Background: an optimization exercise with open tools, aiming at small area. Do not read the settings as production practice.
Function was checked by simulation only, so behaviour that the tests miss may differ from the original.
Power is estimated from default activity; no workload was simulated.

## quartz
==> flow/design.v (excerpt) <==
module spu_wb_stage #(
  parameter int unsigned DEPTH  = 7,
  parameter int unsigned ADDR_W = 7,
  parameter int unsigned DATA_W = 128
) (
  input  logic              clk,
  input  logic              rst,
  input  logic              flush,
  input  logic              ex_v_e,
  input  logic [ADDR_W-1:0] ex_addr_e,
  input  logic [DATA_W-1:0] ex_data_e,
  input  logic [2:0]        ex_lat_e,
  input  logic              ex_v_o,
  input  logic [ADDR_W-1:0] ex_addr_o,
  input  logic [DATA_W-1:0] ex_data_o,
  input  logic [2:0]        ex_lat_o,
  output logic              rt_we_e,
  output logic [ADDR_W-1:0] rt_addr_e,
  output logic [DATA_W-1:0] rt_data_e,
  output logic              rt_we_o,
  output logic [ADDR_W-1:0] rt_addr_o,
  output logic [DATA_W-1:0] rt_data_o,
  input  logic [ADDR_W-1:0] q0_addr,
  input  logic [ADDR_W-1:0] q1_addr,
  output logic              q0_pend,
  output logic              q1_pend,
  output logic              q0_fwd_v,
  output logic              q1_fwd_v,
  output logic [DATA_W-1:0] q0_fwd_data,
  output logic [DATA_W-1:0] q1_fwd_data,
  output logic              err_lat,
  output logic              err_col,
  output logic              waw_drop
);
==> flow/config.mk <==
export PLATFORM = sky130hd
export DESIGN_NAME = spu_wb_stage
export DESIGN_NICKNAME = spu_wb_stage
export VERILOG_FILES = /design/flow/design.v
export SDC_FILE = /design/flow/constraint.sdc
export NUM_CORES = 4
export LEC_CHECK = 0
export CAP_MARGIN = 20
export CORE_MARGIN = 2
export CORE_UTILIZATION = 70
export SETUP_SLACK_MARGIN = 0.5
export SLEW_MARGIN = 20
export SYNTH_HIERARCHICAL = 1
export SYNTH_MINIMUM_KEEP_SIZE = 0
==> flow/constraint.sdc <==
create_clock -name core_clock -period 8.0 [get_ports {clk}]
set_input_delay 1.6000 -clock core_clock [delete_from_list [all_inputs] [get_ports {clk}]]
set_output_delay 1.6000 -clock core_clock [all_outputs]
set_load 0.01 [all_outputs]
standard.sh (not shown) runs the stock make flow with config.mk's settings and CLKGATE_MAP_FILE= SYNTH_SCRIPT=/design/flow/synth_recipe.tcl, a recipe that flattens the netlist after the stock synthesis.
==> flow/flow/run.sh <==
#!/bin/bash
set -euo pipefail
export BUFFER_PORTS_ARGS="-buffer_cell sky130_fd_sc_hd__buf_1"
export CTS_ARGS="-sink_clustering_enable -repair_clock_nets -dont_use_dummy_load -buf_list sky130_fd_sc_hd__clkbuf_8 -sink_clustering_size 16 -sink_clustering_max_diameter 50"
bash standard.sh finish > standard_flow.log 2>&1
[inputs] xenon vs quartz
- CORE_UTILIZATION now 62, was 70
--- a/flow/flow/run.sh
+++ b/flow/flow/run.sh
@@ -4,2 +4,3 @@
 export CTS_ARGS="-sink_clustering_enable -repair_clock_nets -dont_use_dummy_load -buf_list sky130_fd_sc_hd__clkbuf_8 -sink_clustering_size 16 -sink_clustering_max_diameter 50"
+export RECOVER_POWER=100
 bash standard.sh finish > standard_flow.log 2>&1
[summary]
- Total clock buffers created by CTS was lower in quartz than in xenon.
- Shortest period the worst path allows: xenon vs quartz up 790 ps
- Re clock group share of total power: quartz and xenon aren't equal, and the lower value belongs to quartz.
- Routed metal-1 wirelength up 6.1% in xenon wrt quartz
- Looking at worst setup path startpoint, the ex_lat_e[2] result is from xenon; the q0_addr[4] one comes from quartz.
- Summary of xenon over quartz: global-route usage decreased 6.4 points, first-pass GRT wire length increased 1.1%, pre-CTS setup slack decreased by 24 ps relative to the old numbers, setup violation total in the final timing report +2.
- Sequential share of layout area: quartz vs xenon — no meaningful difference
- xenon finished every stage; the final checks, however, were not passed, the failures being max-capacitance violations, max-slew violations, negative setup slack.
For juniper, these inputs were changed with respect to xenon:
- SETUP_SLACK_MARGIN: 0.5 -> 0.2
--- a/flow/flow/run.sh
+++ b/flow/flow/run.sh
@@ -4,3 +4,2 @@
 export CTS_ARGS="-sink_clustering_enable -repair_clock_nets -dont_use_dummy_load -buf_list sky130_fd_sc_hd__clkbuf_8 -sink_clustering_size 16 -sink_clustering_max_diameter 50"
-export RECOVER_POWER=100
 bash standard.sh finish > standard_flow.log 2>&1
Findings:
juniper: full flow OK, the timing, DRC and antenna checks passed. Comparing xenon and juniper, the lower final period demand of the worst path is on juniper. The run showing the smaller data required time of the critical path is juniper. Side by side, core utilization turned out higher in juniper than in xenon. Diff juniper..xenon | peak ir drop on the vdd network | negligible. Between juniper and xenon, the routed wire length does not differ in any meaningful way. Of xenon and juniper, xenon shows the higher total count of max-transition violations in the final report, with juniper below it.

========
spu_wb_stage, a different RTL version from the one above (not shown whole).
Size: ~5800 cells after synthesis, ~1900 flip-flops, ~0.071 mm² of cells after synthesis.
## spu_wb_stage
module spu_wb_stage #(
  parameter int unsigned DEPTH  = 7,
  parameter int unsigned ADDR_W = 7,
  parameter int unsigned DATA_W = 128
) (
  input  logic              clk,
  input  logic              rst,
  input  logic              flush,
  input  logic              ex_v_e,
  input  logic [ADDR_W-1:0] ex_addr_e,
  input  logic [DATA_W-1:0] ex_data_e,
  input  logic [2:0]        ex_lat_e,
  input  logic              ex_v_o,
  input  logic [ADDR_W-1:0] ex_addr_o,
  input  logic [DATA_W-1:0] ex_data_o,
  input  logic [2:0]        ex_lat_o,
  output logic              rt_we_e,
  output logic [ADDR_W-1:0] rt_addr_e,
  output logic [DATA_W-1:0] rt_data_e,
  output logic              rt_we_o,
  output logic [ADDR_W-1:0] rt_addr_o,
  output logic [DATA_W-1:0] rt_data_o,
  input  logic [ADDR_W-1:0] q0_addr,
  input  logic [ADDR_W-1:0] q1_addr,
  output logic              q0_pend,
  output logic              q1_pend,
  ...
clock: 8.0 ns
lec_check: 0
cap_margin: 20
core_margin: 2
core_utilization: 70
setup_slack_margin: 0.5
slew_margin: 20
synth_hierarchical: 1
synth_minimum_keep_size: 0
==> flow/flow/run.sh <==
#!/bin/bash
set -euo pipefail
export BUFFER_PORTS_ARGS="-buffer_cell sky130_fd_sc_hd__buf_1"
export CTS_ARGS="-sink_clustering_enable -repair_clock_nets -dont_use_dummy_load -buf_list sky130_fd_sc_hd__clkbuf_8 -sink_clustering_size 16 -sink_clustering_max_diameter 50"
bash standard.sh finish > standard_flow.log 2>&1
Next try:
==> flow/flow/run.sh (replaced) <==
#!/bin/bash
set -euo pipefail
export BUFFER_PORTS_ARGS="-buffer_cell sky130_fd_sc_hd__buf_1"
export CTS_ARGS="-sink_clustering_enable -repair_clock_nets -dont_use_dummy_load"
bash standard.sh finish > standard_flow.log 2>&1
CORE_UTILIZATION = 60   (was 70)
=> The changed run completed without violations; clock-buffer cell count came out higher by 36; setup slack is better by 0.10 ns; wire length is higher by about 5%; global-route usage came out lower by 5.7 points; design area rose by about 3.7%; area after synthesis does not change; hold slack is about the same; combinational power barely changes; power rises by about 18%; sequential share of layout area is lower by 1.8 points; clock skew is lower by 0.021 ns.

## what the ideal ports hide
In the flow no input, the clock included, has a driving cell. The finished layouts below were timed again as built, in two steps.
Step 1 (the two cells are an assumption about what drives the block):
set clk [get_ports {clk}]
set_driving_cell -lib_cell sky130_fd_sc_hd__clkbuf_16 $clk
set_driving_cell -lib_cell sky130_fd_sc_hd__buf_2 [delete_from_list [all_inputs] $clk]
Step 2 also shifts input and output timing later by t, the mid clock arrival at the registers, as if the neighbouring blocks saw the same clock.
Slacks: ideal ports / drivers / drivers and shift; pairs: ideal ports / drivers.
run | t, ns | slack for setup (ns) | clock arrival spread, ns | cell pins on the clock port's net
quartz | 0.967 | 0.637 / 0.609 / 0.609 | 0.112 / 0.111 | 1
xenon | 0.984 | -0.153 / -0.095 / -1.079 | 0.089 / 0.090 | 1
juniper | 0.986 | 0.536 / 0.509 / 0.509 | 0.094 / 0.094 | 1
the first run of note 2 | 0.966 | 0.768 / 0.739 / 0.739 | 0.113 / 0.113 | 1
the second run of note 2 | 0.876 | 0.871 / 0.832 / 0.832 | 0.077 / 0.078 | 1
For xenon, which loses most, drivers alone change the setup slack by +0.058 ns; drivers and shift together by -0.926 ns.
